Background: an optimization exercise with open tools, aiming at small area and a short achievable clock period. Do not read the settings as production practice. Function was checked by simulation only, so behaviour that the tests miss may differ from the original. Power figures rest on the tool's default switching activity, not on a simulated workload.

<file path="design/flow/flow/area.abc">
strash
&get -n
&dch -f
&nf -R 1000 -p
&put
</file>
<file path="design/flow/constraint.sdc">
create_clock -name core_clock -period 24.0 [get_ports {clk}]
set_input_delay 4.8000 -clock core_clock [delete_from_list [all_inputs] [get_ports {clk}]]
set_output_delay 4.8000 -clock core_clock [all_outputs]
set_load 0.01 [all_outputs]
</file>
<file path="design/flow/config.mk">
export PLATFORM = sky130hd
export DESIGN_NAME = fault_mem_cfg
export DESIGN_NICKNAME = fault_mem_cfg
export VERILOG_FILES = /design/flow/design.v
export SDC_FILE = /design/flow/constraint.sdc
export NUM_CORES = 4
export LEC_CHECK = 0
export CAP_MARGIN = 20
export CELL_PAD_IN_SITES_DETAIL_PLACEMENT = 2
export CELL_PAD_IN_SITES_GLOBAL_PLACEMENT = 4
export CORE_MARGIN = 2
export CORE_UTILIZATION = 25
export CTS_BUF_LIST = sky130_fd_sc_hd__clkbuf_16
export CTS_CLUSTER_DIAMETER = 150
export CTS_CLUSTER_SIZE = 20
export PLACE_DENSITY = 0.35
export SLEW_MARGIN = 20
</file>
<file path="design/flow/flow/run.sh">
#!/bin/bash
# Layout flow: the standard ORFS flow with two changes.
#  1. Technology mapping uses an area-oriented ABC script (flow/area.abc) in
#     place of ORFS's delay-oriented one. Everything else in synthesis is the
#     standard script, so the registers are the standard synthesis's.
#  2. repair_timing aims for a setup slack of SETUP_MARGIN ns, so paths far
#     shorter than the clock period are still tightened.
set -euo pipefail
SETUP_MARGIN=${SETUP_MARGIN:-17.3}
here=$(pwd)
rm -rf "$here/orfs_scripts"
cp -r "$FLOW_HOME/scripts" "$here/orfs_scripts"
cp "$here/flow/area.abc" "$here/orfs_scripts/abc_speed.script"
bash standard.sh SCRIPTS_DIR="$here/orfs_scripts" SETUP_SLACK_MARGIN=$SETUP_MARGIN finish > standard_flow.log 2>&1
</file>
<file path="design/flow/standard.sh">
#!/bin/bash
# synth_recipe.tcl (not shown) runs the flow's synth.tcl, then flattens the netlist and writes it again
# the make line also repeats each setting of config.mk as NAME=value (left out here)
make -C /OpenROAD-flow-scripts/flow DESIGN_CONFIG=/design/flow/config.mk WORK_HOME=/design/flow/orfs CLKGATE_MAP_FILE= SYNTH_SCRIPT=/design/flow/synth_recipe.tcl "${@:-finish}"
</file>
<file path="design/flow/design.v">
module fault_mem_cfg #(
  parameter int DATA_WIDTH = 8,
  parameter int ADDR_WIDTH = 4,
  parameter int CAPACITY   = 16,
  parameter int NUM_FAULTS = 4,
  parameter int IDX_WIDTH  = 2,
  parameter int BIT_WIDTH  = 3
) (
  input  logic                  clk,
  input  logic                  rst,
  input  logic                  write_read,
  input  logic [ADDR_WIDTH-1:0] address,
  input  logic [DATA_WIDTH-1:0] wdata,
  output logic [DATA_WIDTH-1:0] rdata,
  input  logic                  cfg_we,
  input  logic [IDX_WIDTH-1:0]  cfg_idx,
  input  logic [2:0]            cfg_type,
  input  logic [ADDR_WIDTH-1:0] cfg_vaddr,
  input  logic [BIT_WIDTH-1:0]  cfg_vbit,
  input  logic [ADDR_WIDTH-1:0] cfg_aaddr,
  input  logic [BIT_WIDTH-1:0]  cfg_abit,
  output logic                  fault_hit
);
  localparam int NF = 4;
  localparam int NW = 16;
  localparam int DW = 8;
  logic [NF-1:0][2:0] type_q;
  logic [NF-1:0][3:0] vaddr_q;
  logic [NF-1:0][2:0] vbit_q;
  logic [NF-1:0][3:0] aaddr_q;
  logic [NF-1:0][2:0] abit_q;
  logic       ld_q;
  logic [1:0] ldi_q;
  logic [3:0] ld_vaddr_q, ld_aaddr_q;
  logic [2:0] ld_vbit_q, ld_abit_q;
  logic [NF-1:0] flip_q, flip_d;
  logic       pc_q, pc_d;
  logic [3:0] pcw_q;
  logic [2:0] pcb_q;
  logic [NF-1:0] cvv_q, cup_q, cdn_q, cag_q;
  logic [NF-1:0] cvv_d, cup_d, cdn_d, cag_d;
  logic [NW-1:0][DW-1:0] mem_q;
  logic [NW-1:0][DW-1:0] mem_d;
  logic [NW-1:0][DW-1:0] golden_q;
  logic [NW-1:0][DW-1:0] golden_d;
  logic [DW-1:0] wdata1_q;
  logic [DW-1:0] rdata1_q;
  logic [DW-1:0] rdata1_d;
  logic [DW-1:0] rdata_q;
  logic          fhw_q;           
  logic          fhw_d;
  logic [DW-1:0] fhr_q;           
  logic [DW-1:0] fhr_d;
  assign rdata     = rdata_q;
  assign fault_hit = fhw_q | (|fhr_q);
  logic [NF-1:0][NW-1:0] vw1h;    
  logic [NF-1:0][DW-1:0] vb1h;    
  logic [NF-1:0][DW-1:0] ab1h;    
  logic [NF-1:0][3:0]    nu, nd;  
  logic [NF-1:0]         wdv;     
  logic [NF-1:0]         wda;     
  logic [NF-1:0][NF-1:0] beq;     
  logic [NF-1:0][NF-1:0] same;    
  logic [NF-1:0][NF-1:0] rup;     
  logic [NF-1:0][NF-1:0] rdn;     
  logic [NF-1:0][NF-1:0] rag;     
  logic [NF-1:0][NF-1:0] aeq;     
  logic [NF-1:0]         d;       
  logic [NF-1:0]         sa_on;   
  logic [NF-1:0]         sa_val;  
  logic [NF-1:0]         tog;     
  logic [NF-1:0]         cfs;     
  logic [NF-1:0]         hcf;     
  logic [NF-1:0]         e;       
  logic [NF-1:0]         first;   
  always_comb begin
    for (int i = 0; i < NF; i++) begin
      for (int w = 0; w < NW; w++) vw1h[i][w] = (vaddr_q[i] == 4'(w));
      for (int b = 0; b < DW; b++) vb1h[i][b] = (vbit_q[i] == 3'(b));
      nu[i]  = vaddr_q[i] + 4'd1;
      nd[i]  = vaddr_q[i] - 4'd1;
      for (int b = 0; b < DW; b++) ab1h[i][b] = (abit_q[i] == 3'(b));
      wdv[i] = |(wdata1_q & vb1h[i]);
      wda[i] = |(wdata1_q & ab1h[i]);
    end
    for (int i = 0; i < NF; i++) begin
      beq[i][i]  = 1'b1;
      same[i][i] = 1'b1;
      rup[i][i]  = 1'b0;
      rdn[i][i]  = 1'b0;
      for (int j = i + 1; j < NF; j++) begin
        beq[i][j]  = (vbit_q[j] == vbit_q[i]);
        beq[j][i]  = beq[i][j];
        same[i][j] = (vaddr_q[j] == vaddr_q[i]) && beq[i][j];
        same[j][i] = same[i][j];
        aeq[i][j]  = (aaddr_q[j] == aaddr_q[i]);
      end
    end
    for (int i = 0; i < NF; i++) begin
      for (int j = 0; j < NF; j++) begin
        if (j != i) begin
          rup[i][j] = (vaddr_q[j] == nu[i]) && beq[i][j];
          rdn[j][i] = rup[i][j];
        end
        rag[i][j] = (vaddr_q[j] == aaddr_q[i]) && (vbit_q[j] == abit_q[i]);
      end
    end
  end
  logic [NF-1:0] vv, up, dn, ag;
  always_comb begin
    logic [NW-1:0] lv1h, la1h;
    logic [DW-1:0] lb1h, lab1h;
    logic [NW-1:0] lcv, lca;
    logic          lvv, lup, ldn, lag;
    for (int w = 0; w < NW; w++) begin
      lv1h[w] = (ld_vaddr_q == 4'(w));
      la1h[w] = (ld_aaddr_q == 4'(w));
    end
    for (int b = 0; b < DW; b++) begin
      lb1h[b]  = (ld_vbit_q == 3'(b));
      lab1h[b] = (ld_abit_q == 3'(b));
    end
    for (int w = 0; w < NW; w++) begin
      lcv[w] = |(mem_q[w] & lb1h);
      lca[w] = |(mem_q[w] & lab1h);
    end
    lvv = |(lcv & lv1h) ^ (^(flip_q & same[ldi_q])) ^
          (pc_q && (pcw_q == ld_vaddr_q) && (pcb_q == ld_vbit_q));
    lup = |(lcv & {lv1h[NW-2:0], lv1h[NW-1]}) ^ (^(flip_q & rup[ldi_q])) ^
          (pc_q && (pcw_q == ld_vaddr_q + 4'd1) && (pcb_q == ld_vbit_q));
    ldn = |(lcv & {lv1h[0], lv1h[NW-1:1]}) ^ (^(flip_q & rdn[ldi_q])) ^
          (pc_q && (pcw_q == ld_vaddr_q - 4'd1) && (pcb_q == ld_vbit_q));
    lag = |(lca & la1h) ^ (^(flip_q & rag[ldi_q])) ^
          (pc_q && (pcw_q == ld_aaddr_q) && (pcb_q == ld_abit_q));
    for (int i = 0; i < NF; i++) begin
      if (ld_q && (ldi_q == 2'(i))) begin
        vv[i] = lvv; up[i] = lup; dn[i] = ldn; ag[i] = lag;
      end else begin
        vv[i] = cvv_q[i]; up[i] = cup_q[i]; dn[i] = cdn_q[i]; ag[i] = cag_q[i];
      end
    end
  end
  always_comb begin
    for (int i = 0; i < NF; i++) begin
      logic v;
      v         = wdv[i];
      sa_on[i]  = 1'b0;
      sa_val[i] = 1'b0;
      for (int j = 0; j < NF; j++) begin
        if (same[i][j]) begin
          case (type_q[j])
            3'd1: begin v = 1'b0; sa_on[i] = 1'b1; sa_val[i] = 1'b0; end
            3'd2: begin v = 1'b1; sa_on[i] = 1'b1; sa_val[i] = 1'b1; end
            3'd3: if (!vv[j] && wdv[i]) v = 1'b0;
            3'd4: if (vv[j] && !wdv[i]) v = 1'b1;
            3'd7: if (up[j] && !dn[j]) v = 1'b0;
            default: ;
          endcase
        end
      end
      d[i]   = v ^ wdv[i];
      tog[i] = (type_q[i] == 3'd5) || (wda[i] ^ vv[i]);
      cfs[i] = ((type_q[i] == 3'd5) || (type_q[i] == 3'd6)) &&
               !(vaddr_q[i] == aaddr_q[i]) && (ag[i] ^ wda[i]);
      hcf[i] = cfs[i] && tog[i];
    end
    for (int i = 0; i < NF; i++) begin
      first[i] = 1'b1;
      for (int j = 0; j < i; j++) if (same[i][j]) first[i] = 1'b0;
    end
    for (int i = 0; i < NF; i++) begin
      e[i] = hcf[i];
      for (int j = i + 1; j < NF; j++)
        if (same[i][j] && cfs[j] && aeq[i][j]) e[i] = 1'b0;
    end
  end
  logic          wr_op;
  logic          rd_op;
  logic [NW-1:0] wsel;
  logic [DW-1:0] r0;
  logic [DW-1:0] ga;
  logic [NF-1:0] vm, am, um, dm;
  logic [NF-1:0] etog;
  logic [DW-1:0] ovr;
  logic [DW-1:0] setb;
  logic [NF-1:0] fn;
  logic          wr_hit;
  logic [DW-1:0] fl;
  logic [NF-1:0] cs;
  logic [DW-1:0] rsel;
  logic [DW-1:0] rval;
  logic [NW-1:0] cw;
  logic [DW-1:0] cb;
  always_comb begin
    wr_op = write_read && !rst;
    rd_op = !write_read && !rst;
    for (int w = 0; w < NW; w++) wsel[w] = (address == 4'(w));
    for (int b = 0; b < DW; b++) begin
      logic [NW-1:0] mcol, gcol;
      for (int w = 0; w < NW; w++) begin
        mcol[w] = mem_q[w][b];
        gcol[w] = golden_q[w][b];
      end
      r0[b] = |(wsel & mcol);
      ga[b] = |(wsel & gcol);
    end
    for (int i = 0; i < NF; i++) begin
      vm[i]   = (vaddr_q[i] == address);
      am[i]   = (aaddr_q[i] == address);
      um[i]   = (nu[i] == address);
      dm[i]   = (nd[i] == address);
      etog[i] = wr_op && am[i] && e[i];
    end
    for (int b = 0; b < DW; b++) begin
      ovr[b]  = 1'b0;
      setb[b] = 1'b0;
      for (int i = 0; i < NF; i++) begin
        ovr[b]  = ovr[b]  | (vm[i] & vb1h[i][b] & sa_on[i]);
        setb[b] = setb[b] | (vm[i] & vb1h[i][b] & sa_on[i] & sa_val[i]);
      end
    end
    for (int b = 0; b < DW; b++) begin
      fl[b] = pc_q && (pcw_q == address) && (pcb_q == 3'(b));
      for (int i = 0; i < NF; i++) fl[b] = fl[b] ^ (vm[i] & vb1h[i][b] & flip_q[i]);
    end
    for (int i = 0; i < NF; i++) begin
      cs[i] = cfg_we && !rst && (cfg_idx == 2'(i));
      fn[i] = (wr_op && vm[i]) ? (d[i] & first[i]) : (flip_q[i] ^ etog[i]);
      flip_d[i] = cs[i] ? 1'b0 : fn[i];
    end
    pc_d = |(cs & fn);
    wr_hit = |(vm & d) || |(am & hcf);
    for (int w = 0; w < NW; w++) cw[w] = pc_q && (pcw_q == 4'(w));
    for (int b = 0; b < DW; b++) cb[b] = (pcb_q == 3'(b));
    for (int w = 0; w < NW; w++) begin
      for (int b = 0; b < DW; b++) begin
        mem_d[w][b] = (wr_op && wsel[w]) ? wdata1_q[b] : (mem_q[w][b] ^ (cw[w] & cb[b]));
      end
      golden_d[w] = (wr_op && wsel[w]) ? wdata1_q : golden_q[w];
    end
    for (int i = 0; i < NF; i++) begin
      logic tv, tu, tn, ta, cu, cn, ca;
      tv = 1'b0; tu = 1'b0; tn = 1'b0; ta = 1'b0;
      cu = 1'b0; cn = 1'b0; ca = 1'b0;
      for (int j = 0; j < NF; j++) begin
        tv = tv | (same[i][j] & etog[j]);
        tu = tu | (rup[i][j] & etog[j]);
        tn = tn | (rdn[i][j] & etog[j]);
        ta = ta | (rag[i][j] & etog[j]);
        cu = cu | (rup[i][j] & d[j]);
        cn = cn | (rdn[i][j] & d[j]);
        ca = ca | (rag[i][j] & d[j]);
      end
      cvv_d[i] = (wr_op && vm[i]) ? (wdv[i] ^ d[i]) : (vv[i] ^ tv);
      cup_d[i] = (wr_op && um[i]) ? (wdv[i] ^ cu)   : (up[i] ^ tu);
      cdn_d[i] = (wr_op && dm[i]) ? (wdv[i] ^ cn)   : (dn[i] ^ tn);
      cag_d[i] = (wr_op && am[i]) ? (wda[i] ^ ca)   : (ag[i] ^ ta);
    end
    for (int b = 0; b < DW; b++) begin
      rsel[b] = rd_op && !ovr[b];
      rval[b] = ovr[b] ? setb[b] : (r0[b] ^ fl[b]);
    end
    rdata1_d = rd_op ? rval : rdata1_q;
    fhw_d = wr_op && wr_hit;
    fhr_d = (rsel & (r0 ^ ga ^ fl)) | ({DW{rd_op}} & ovr & (setb ^ ga));
  end
  always_ff @(posedge clk) begin
    if (rst) begin
      wdata1_q    <= '0;
      rdata1_q    <= '0;
      rdata_q     <= '0;
      fhw_q       <= 1'b0;
      fhr_q       <= '0;
      type_q      <= '0;
      ld_q        <= 1'b0;
      pc_q        <= 1'b0;
    end else begin
      wdata1_q    <= wdata;
      rdata1_q    <= rdata1_d;
      rdata_q     <= rdata1_q;
      fhw_q       <= fhw_d;
      fhr_q       <= fhr_d;
      ld_q        <= cfg_we;
      pc_q        <= pc_d;
      if (cfg_we) begin
        type_q[cfg_idx]  <= cfg_type;
        vaddr_q[cfg_idx] <= cfg_vaddr;
        vbit_q[cfg_idx]  <= cfg_vbit;
        aaddr_q[cfg_idx] <= cfg_aaddr;
        abit_q[cfg_idx]  <= cfg_abit;
      end
    end
  end
  always_ff @(posedge clk) begin
    mem_q    <= mem_d;
    golden_q <= golden_d;
    ldi_q      <= cfg_idx;
    ld_vaddr_q <= cfg_vaddr;
    ld_vbit_q  <= cfg_vbit;
    ld_aaddr_q <= cfg_aaddr;
    ld_abit_q  <= cfg_abit;
    flip_q   <= flip_d;
    pcw_q    <= vaddr_q[cfg_idx];
    pcb_q    <= vbit_q[cfg_idx];
    cvv_q    <= cvv_d;
    cup_q    <= cup_d;
    cdn_q    <= cdn_d;
    cag_q    <= cag_d;
  end
endmodule
</file>
==> results of run 1 <==
==> where the power goes <==
group / internal (uW) / leakage, uW / total [uW] / switching [uW]
logic: 209 / 0.00665 / 522 / 313
registers: 798 / 0.00369 / 969 / 172
clock network: 195 / 0.000405 / 475 / 280
total: 1200 / 0.0107 / 1970 / 765
==> flip-flops by register name, indices dropped and copies added, names as in the netlist, 8 cells and up <==
register / cells
aaddr_q: 16
rdata_q: 8
vbit_q: 12
type_q: 12
fhr_q: 8
vaddr_q: 16
wdata1_q: 8
rdata1_q: 8
golden_q: 128
mem_q: 128
abit_q: 12
==> synth_stat cells (4+ instances only) <==
library cell	count
a21o_1	4
a21oi_1	115
a221oi_1	41
a222oi_1	95
a22o_1	35
a22oi_1	54
a311oi_1	7
a31oi_1	21
a32oi_1	9
and2_0	15
and3_1	31
and3b_1	6
and4_1	11
clkinv_1	71
dfxtp_1	218
edfxtp_1	184
ha_1	17
mux2i_1	6
mux4_2	15
nand2_1	380
nand2b_1	20
nand3_1	104
nand3b_1	8
nand4_1	76
nand4b_1	6
nor2_1	280
nor2b_1	54
nor3_1	70
nor3b_1	19
nor4_1	44
o211ai_1	12
o21ai_0	184
o221ai_1	5
o22ai_1	88
o31ai_1	4
or3b_1	5
xnor2_1	282
xor2_1	244
==> through the flow <==
| step | cells | hold WS, ns |
|---|---|---|
| after CTS | 4544 | 0.478 |
| after floorplan | 2877 | 0.417 |
| after detailed placement | 4386 | 0.461 |
| final | 4607 | 0.473 |
| after global routing | 4606 | 0.490 |
| after global placement | 4386 | 0.440 |
==> worst reg2reg max path: stages, from the launching register on <==
cell and delay [ns]:
edfxtp_1 0.47, buf_4 0.26, xor2_1 0.20, nor3_2 0.57, nand3_2 0.41, o22ai_1 0.27
o21ai_0 0.12, xor2_1 0.21, xnor2_1 0.24, xnor2_1 0.20, xnor2_2 0.18, nand2_1 0.10
o21ai_0 0.18, nor2_2 0.26, a211o_1 0.27, a31oi_1 0.12, a31oi_2 0.28, a22oi_1 0.11
o31ai_1 0.31, a21oi_1 0.15, a21oi_2 0.29, xnor2_4 0.12, buf_12 0.17, o22ai_1 0.17
a21oi_1 0.08, o21ai_0 0.18, xor2_1 0.28, a21oi_1 0.11
==> cell type report <==
class | instances | area, um2
clock buffers | 25 | 626
diodes | 1 | 2.50
well taps | 1368 | 1710
fillers | 11364 | 69100
multi-input cells | 2406 | 16700
repair buffers | 316 | 3020
flip-flops and latches | 402 | 9900
inverters | 71 | 277
clock inverters | 18 | 114
==> cells by family (layout without fill, tap and decap cells) <==
family	Yosys count	count (layout)	share of synthesized area, %
AO/OA/AOI/OAI	698	698	18.6
XOR/XNOR	526	526	18.1
adder cells (fa/ha/maj)	17	17	0.833
buffers and inverters	71	430	1.04
flip-flops	402	402	38.8
multiplexers	21	21	1.56
other	0	1	0
AND/OR/NAND/NOR	1142	1144	21.2
==> repair_timing <==
| item | 4_1_cts | 5_1_grt |
|---|---|---|
| cloned | 7 | 1 |
| pin swaps | 58 | 74 |
| buffers inserted | 108 | 61 |
| resized for setup | 133 | 95 |
| setup endpoints to repair | 181 | 72 |
==> per-layer routing <==
metal	vias up	track usage, %
met3	270	2.55
met2	709	53.4
met1	13722	35.2
met5	-	0
li1	11488	-
met4	4	10.5
==> final timing paths <==
path	from	endpoint	slack, ns	depth (start not counted)
worst max-delay path	address[2]	cdn_q[0]	17.09	16
worst min-delay path	rdata1_q[7]	rdata_q[7]	0.47	1
worst max register to register	vbit_q[7]	cag_q[0]	17.58	27
worst min register to register	rdata1_q[7]	rdata_q[7]	0.47	1
==> summary.txt, run 1 <==
Outcome
  – Status: timing/DRC/antenna clean

Worst hold path
  – Tightest Hold Check Type: reg2reg

Worst setup path
  – Setup CP Type: in2reg
  – Req. time, crit path: 24.54 ns
  – Critical path arrival: 7.45 ns
  – Critical Path Source Type: input port
  – Worst Setup End Kind: flip-flop
  – CP max stage delay: 0.40 ns
  – Slowest-stage cell, CP: nor4_2
  – Bufs and invs on worst path: 7
  – Top cell family by delay on the critical path: buffers and inverters
  – Crit-path cells: buf_12 -> buf_4 -> buf_6 -> buf_12 -> buf_16 -> xor2_2 -> nor4_2 -> nand2_1 -> a311oi_4 -> buf_4 -> inv_4 -> o22ai_2 -> a21o_1 -> xor2_1 -> nand2_1 -> o21ai_0
  – CP max FO: 4

Timing
  – Relative slew slack: 23.4%
  – Worst slew pin tran: 1.15 ns
  – Worst Skew: 0.0399 ns
  – Fin. max-slew vios: 0
  – Fin crit share: 28.8%
  – RSZ-0062 raised after global routing: yes
  – Final Hold Vio Count: 0
  – Min cycle time layout: 6.91 ns
  – F_max: 0.145 GHz
  – Final WS setup: 17.09 ns
  – # setup viols final: 0
  – Setup TNS: 0 ns

Die
  – Starting Density: 25.2%
  – Chip Width: 324 um
  – Row count: 117
  – Die Y: 324 um
  – Die Area: 105,000 um2
  – Area of the core: 101,000 um2
  – Top-Level Pins: 44

Place
  – Port Buf Inserts: 43
  – GPL Wtd Cong: 0.890
  – Placed cell areas: 28,800 um2
  – Pre-CTS worst setup slack: 15.59 ns
  – Post-DP HPWL: 108 mm

Route
  – Met2 routed WL: 79.1 mm
  – DRC: 0
  – Uppermost layer routed: met5
  – 1st-iter DRT viols: 2,444
  – Metal3 WL: 6.10 mm
  – Drt total wl: 155 mm
  – Pre-antenna DRT Iters: 10
  – Routed vias/inst: 5.69
  – Routed length on met1: 62.7 mm
  – Antenna Nets Post-Route: 0
  – Routed wire per std cell: 33.6 um
  – Total number of vias: 26.2k

Clock network
  – CTS H-tree depth: 1
  – CTS sink count: 402
  – CTS Buf Count: 25
  – CTS clock-pin slew for the worst setup and hold paths: 0.09 ns
  – Worst skew pair latency: 0.65 ns
  – CTS tree: yes
  – CTS Buffer Depth: 3
  – Hold_buf cts: 0
  – Clk root buf: clkbuf_16

Logic synthesis
  – Yosys Warn Count: 1
  – Area contributors post-synth: edfxtp_1, dfxtp_1, xnor2_1, xor2_1, nand2_1
  – Syn_area_per_cell: 8.87 um2
  – Syn_nets: 2,929
  – Post-synth top area share: 21.7%
  – Yosys reg bits: 402
  – Top FF cell, synth: dfxtp_1
  – Ys async rst share: 0%
  – Register area share after synthesis: 38.8%
  – Count of flip-flops with a built-in enable after synthesis: 184
  – Syn Inst Count: 2,877
  – Synthesized area: 25,500 um2
  – Post-synth top area cell: edfxtp_1
  – Synth unique cells: 57

Flow run
  – Max Cap Viol: 0

GRT
  – Largest net degree at the start of global routing: 62
  – Antenna violations before repair: 3
  – Total gr overflow: 0
  – First-pass GRT wire length: 217 mm
  – Gr usage total: 29.1%
  – Vias in the first global route: 27.4k

Cells and area
  – Commonest non-fill, non-tap cell in the layout: nand2_1
  – Layout net count: 3,274
  – Layout area overhead: 26.6%
  – Post-layout instance area: 32,300 um2
  – Share of layout cells above drive strength 1: 15.4%
  – Final Core Density: 31.8%
  – Most frequent cells in the layout: nand2_1, nor2_1, xnor2_1, xor2_1, buf_4

Power
  – Max VDD drop: 54.7 uV
  – PwrDens: 60.9 nW/um2
  – Design Power: 1970 uW
  – LEAKAGE: 0.0107 uW
==> run 2: changes to the inputs <==
--- a/design/flow/flow/run.sh
+++ b/design/flow/flow/run.sh
@@ -7,5 +7,5 @@
 #     shorter than the clock period are still tightened.
 set -euo pipefail
-SETUP_MARGIN=${SETUP_MARGIN:-17.3}
+SETUP_MARGIN=${SETUP_MARGIN:-17}
 here=$(pwd)
 rm -rf "$here/orfs_scripts"
==> design/flow/config.mk (replaced) <==
export PLATFORM = sky130hd
export DESIGN_NAME = fault_mem_cfg
export DESIGN_NICKNAME = fault_mem_cfg
export VERILOG_FILES = /design/flow/design.v
export SDC_FILE = /design/flow/constraint.sdc
export NUM_CORES = 4
export LEC_CHECK = 0
export CAP_MARGIN = 20
export CELL_PAD_IN_SITES_DETAIL_PLACEMENT = 1
export CELL_PAD_IN_SITES_GLOBAL_PLACEMENT = 3
export CORE_MARGIN = 2
export CORE_UTILIZATION = 35
export CTS_BUF_LIST = sky130_fd_sc_hd__clkbuf_16
export CTS_CLUSTER_DIAMETER = 150
export CTS_CLUSTER_SIZE = 18
export PLACE_DENSITY = 0.45
export SLEW_MARGIN = 20
==> summary.txt, run 2 <==
Cells and area
  – Final Core Density: 41.5% (was 31.8%)
  – Layout net count: 3,179 (was 3,274)
  – Commonest non-fill, non-tap cell in the layout: nand2_1 (unchanged)
  – Layout area overhead: 18.1% (was 26.6%)
  – Most frequent cells in the layout: nand2_1, nor2_1, xnor2_1, xor2_1, dfxtp_1 (was nand2_1, nor2_1, xnor2_1, xor2_1, buf_4)
  – Share of layout cells above drive strength 1: 10.9% (was 15.4%)
  – Largest regs: golden_q x128, mem_q x128 (unchanged)

Place
  – Post-DP HPWL: 91.6 mm (was 108 mm)
  – GPL Wtd Cong: 0.952 (was 0.890)
  – Pre-CTS worst setup slack: 15.35 ns (was 15.59 ns)
  – Port Buf Inserts: 43 (unchanged)

Logic synthesis
  – Post-synthesis mux area share: 1.56% (unchanged)
  – Synth unique cells: 57 (unchanged)
  – Synth cell count leaders: nand2_1, xnor2_1, nor2_1 (unchanged)
  – Top-count cell post-synth: nand2_1 (unchanged)
  – Post-synth top area cell: edfxtp_1 (unchanged)
  – Synthesized area: 25,500 um2 (unchanged)
  – Top FF cell, synth: dfxtp_1 (unchanged)
  – Largest family of logic cells by synthesized area: simple AND/OR/NAND/NOR gates (unchanged)
  – Ys async rst share: 0% (unchanged)
  – Xor/xnor share of the synthesized area: 18.1% (unchanged)
  – Syn Inst Count: 2,877 (unchanged)
  – Post-Synth Adder-Cell Area: 0.833% (unchanged)
  – Yosys reg bits: 402 (unchanged)
  – Yosys Warn Count: 1 (unchanged)
  – Area contributors post-synth: edfxtp_1, dfxtp_1, xnor2_1, xor2_1, nand2_1 (unchanged)
  – Post-synth top area share: 21.7% (unchanged)
  – Post-synthesis compound-gate area fraction: 18.6% (unchanged)
  – Syn_nets: 2,929 (unchanged)
  – Simple-gate share of the synthesized area: 21.2% (unchanged)
  – Syn_area_per_cell: 8.87 um2 (unchanged)
  – Register area share after synthesis: 38.8% (unchanged)
  – Count of flip-flops with a built-in enable after synthesis: 184 (unchanged)

GRT
  – Total gr overflow: 0 (unchanged)
  – Vias in the first global route: 25.7k (was 27.4k)
  – Largest net degree at the start of global routing: 59 (was 62)
  – Antenna violations before repair: 0 (was 3)
  – First-pass GRT wire length: 186 mm (was 217 mm)
  – Gr usage total: 33.8% (was 29.1%)

Route
  – Met2 routed WL: 63.8 mm (was 79.1 mm)
  – Routed vias/inst: 6.26 (was 5.69)
  – Routed wire per std cell: 31.7 um (was 33.6 um)
  – Metal3 WL: 6.87 mm (was 6.10 mm)
  – DRC: 0 (unchanged)
  – Total number of vias: 25.7k (was 26.2k)
  – Drt total wl: 130 mm (was 155 mm)
  – Antenna Nets Post-Route: 0 (unchanged)
  – 1st-iter DRT viols: 2,641 (was 2,444)
  – Pre-antenna DRT Iters: 11 (was 10)
  – Routed length on met1: 51.5 mm (was 62.7 mm)
  – Uppermost layer routed: met4 (was met5)

Timing
  – F_max: 0.145 GHz (about the same)
  – Worst Skew: 0.0263 ns (was 0.0399 ns)
  – Setup TNS: 0 ns (unchanged)
  – Final Hold Vio Count: 0 (unchanged)
  – WHS: 0.456 ns (was 0.473 ns)
  – Final WS setup: 17.09 ns (about the same)
  – Fin. max-slew vios: 0 (unchanged)
  – # setup viols final: 0 (unchanged)
  – Relative slew slack: 22.7% (was 23.4%)
  – Worst slew pin tran: 1.16 ns (was 1.15 ns)
  – Min cycle time layout: 6.91 ns (about the same)
  – RSZ-0062 raised after global routing: yes (unchanged)
  – Fin crit share: 28.8% (about the same)

Power
  – Design Power: 1890 uW (was 1970 uW)
  – LEAKAGE: 0.00999 uW (was 0.0107 uW)
  – PwrDens: 62.8 nW/um2 (was 60.9 nW/um2)
  – Max VDD drop: 58.9 uV (was 54.7 uV)

Die
  – Top-Level Pins: 44 (unchanged)
  – Chip Width: 274 um (was 324 um)
  – Area of the core: 72,600 um2 (was 101,000 um2)
  – Row count: 99 (was 117)
  – Starting Density: 35.2% (was 25.2%)
  – Die Y: 274 um (was 324 um)
  – Die Area: 75,100 um2 (was 105,000 um2)

Worst setup path
  – Critical path arrival: 7.41 ns (was 7.45 ns)
  – Bufs and invs on worst path: 4 (was 7)
  – Top cell family by delay on the critical path: simple AND/OR/NAND/NOR gates (was buffers and inverters)
  – Crit-path cells: dlygate4sd2_1 -> buf_12 -> buf_8 -> nor4_4 -> buf_4 -> a222oi_1 -> and3_1 -> nand4_1 -> xnor2_2 -> xnor2_2 -> xor2_1 -> nor2_1 -> a21oi_1 -> nor2_1 (was buf_12 -> buf_4 -> buf_6 -> buf_12 -> buf_16 -> xor2_2 -> nor4_2 -> nand2_1 -> a311oi_4 -> buf_4 -> inv_4 -> o22ai_2 -> a21o_1 -> xor2_1 -> nand2_1 -> o21ai_0)
  – CP max stage delay: 0.37 ns (was 0.40 ns)
  – Crit path from: address[0] (was address[2])
  – CP max FO: 9 (was 4)
  – Worst r2r src: ld_vbit_q[1] (was vbit_q[7])
  – Slowest-stage cell, CP: nand4_1 (was nor4_2)
  – Worst Setup End Kind: flip-flop (unchanged)
  – Critical Path Source Type: input port (unchanged)
  – Req. time, crit path: 24.50 ns (was 24.54 ns)
  – Setup CP Type: in2reg (unchanged)

Clock network
  – CTS clock-pin slew for the worst setup and hold paths: 0.10 ns (was 0.09 ns)
  – Hold_buf cts: 0 (unchanged)
  – CTS Buf Count: 26 (was 25)
  – CTS tree: yes (unchanged)
  – CTS Buffer Depth: 3 (unchanged)
  – Clk root buf: clkbuf_16 (unchanged)
  – CTS sink count: 402 (unchanged)
  – Worst skew pair latency: 0.63 ns (was 0.65 ns)
  – CTS H-tree depth: 1 (unchanged)

Worst hold path
  – Tightest Hold Check Type: reg2reg (unchanged)
  – Worst hold start: rdata1_q[0] (was rdata1_q[7])

Flow run
  – Max Cap Viol: 0 (unchanged)

Outcome
  – Status: timing/DRC/antenna clean (unchanged)
==> run 2: cell counts after synthesis <==
No cell type changed its count.
==> run 2: power breakdown <==
group          total [uW]  leakage, uW  internal (uW)  switching (uW)
Clock                 470     0.000424            204             266
Combinational         463      0.00588            186             277
Sequential            960      0.00369            798             162
Total                1890      0.00999           1190             705
==> run 2: metrics by stage <==
step | std cells | instance area, um2
floorplan | 2877 | 25600
global placement | 3964 | 28000
detailed placement | 3964 | 28000
CTS | 4077 | 29800
global route | 4102 | 30200
finish | 4103 | 30200
==> run 2: logic make-up (layout without fill, tap and decap cells) <==
family / Yosys count / in the layout
simple gates: 1142 / 1142
other cells: 0 / 1
mux: 21 / 21
compound gates: 698 / 698
fa+ha+maj: 17 / 17
xor+xnor: 526 / 526
flops: 402 / 402
buf+inv: 71 / 337
==> run 2: final timing paths <==
kind	end	slack (ns)	depth (start not counted)
setup reg to reg	cag_q[1]	17.31	23
hold / removal	rdata1_q[0]	0.46	1
hold reg to reg	rdata1_q[0]	0.46	1
setup / recovery	fhr_q[1]	17.09	14
==> run 2: area by class of cell <==
class / instances / area [um2]
Fill cell: 8502 / 42400
Clock inverter: 17 / 81.3
Clock buffer: 27 / 676
Antenna cell: 1 / 2.50
Tap cell: 959 / 1200
Sequential cell: 402 / 9900
Multi-Input combinational cell: 2404 / 16100
Timing Repair Buffer: 222 / 1950
Inverter: 71 / 267
==> run 2: layer usage <==
metal	vias up	track usage, %
met2	1025	59.1
li1	11290	-
met4	0	18.1
met3	366	3.69
met1	13019	40.8
met5	-	0
==> run 2: timing repair <==
item                       CTS  global route
setup endpoints to repair  140            42
buffers inserted            66            24
resized for setup           90            34
pin swaps                   16            14
cloned                       3             0

## separate check: timing with driven ports
The flow's constraints put no driver on any port. The routed layouts listed below were extracted and timed again, unchanged, in two steps.
Step 1, drivers: a clkbuf_16 drives clk and a buf_2 each remaining input, both assumed.
Step 2 also shifts input and output timing later by t, the mid clock arrival at the registers, as if the neighbouring blocks saw the same clock.
a / b / c = ideal / step 1 / step 2; a / b = the first two.
run | shift t [ns] | setup WS [ns] | worst hold slack (ns)
run 1 | 0.701 | 17.094 / 17.116 / 16.415 | 0.473 / 0.473 / 0.473
run 2 | 0.689 | 17.088 / 17.088 / 16.449 | 0.456 / 0.456 / 0.456
After both steps setup and hold are still met in every run listed. The setup slack of run 1, which loses most, moves by +0.022 ns with the drivers and by -0.679 ns with both steps.
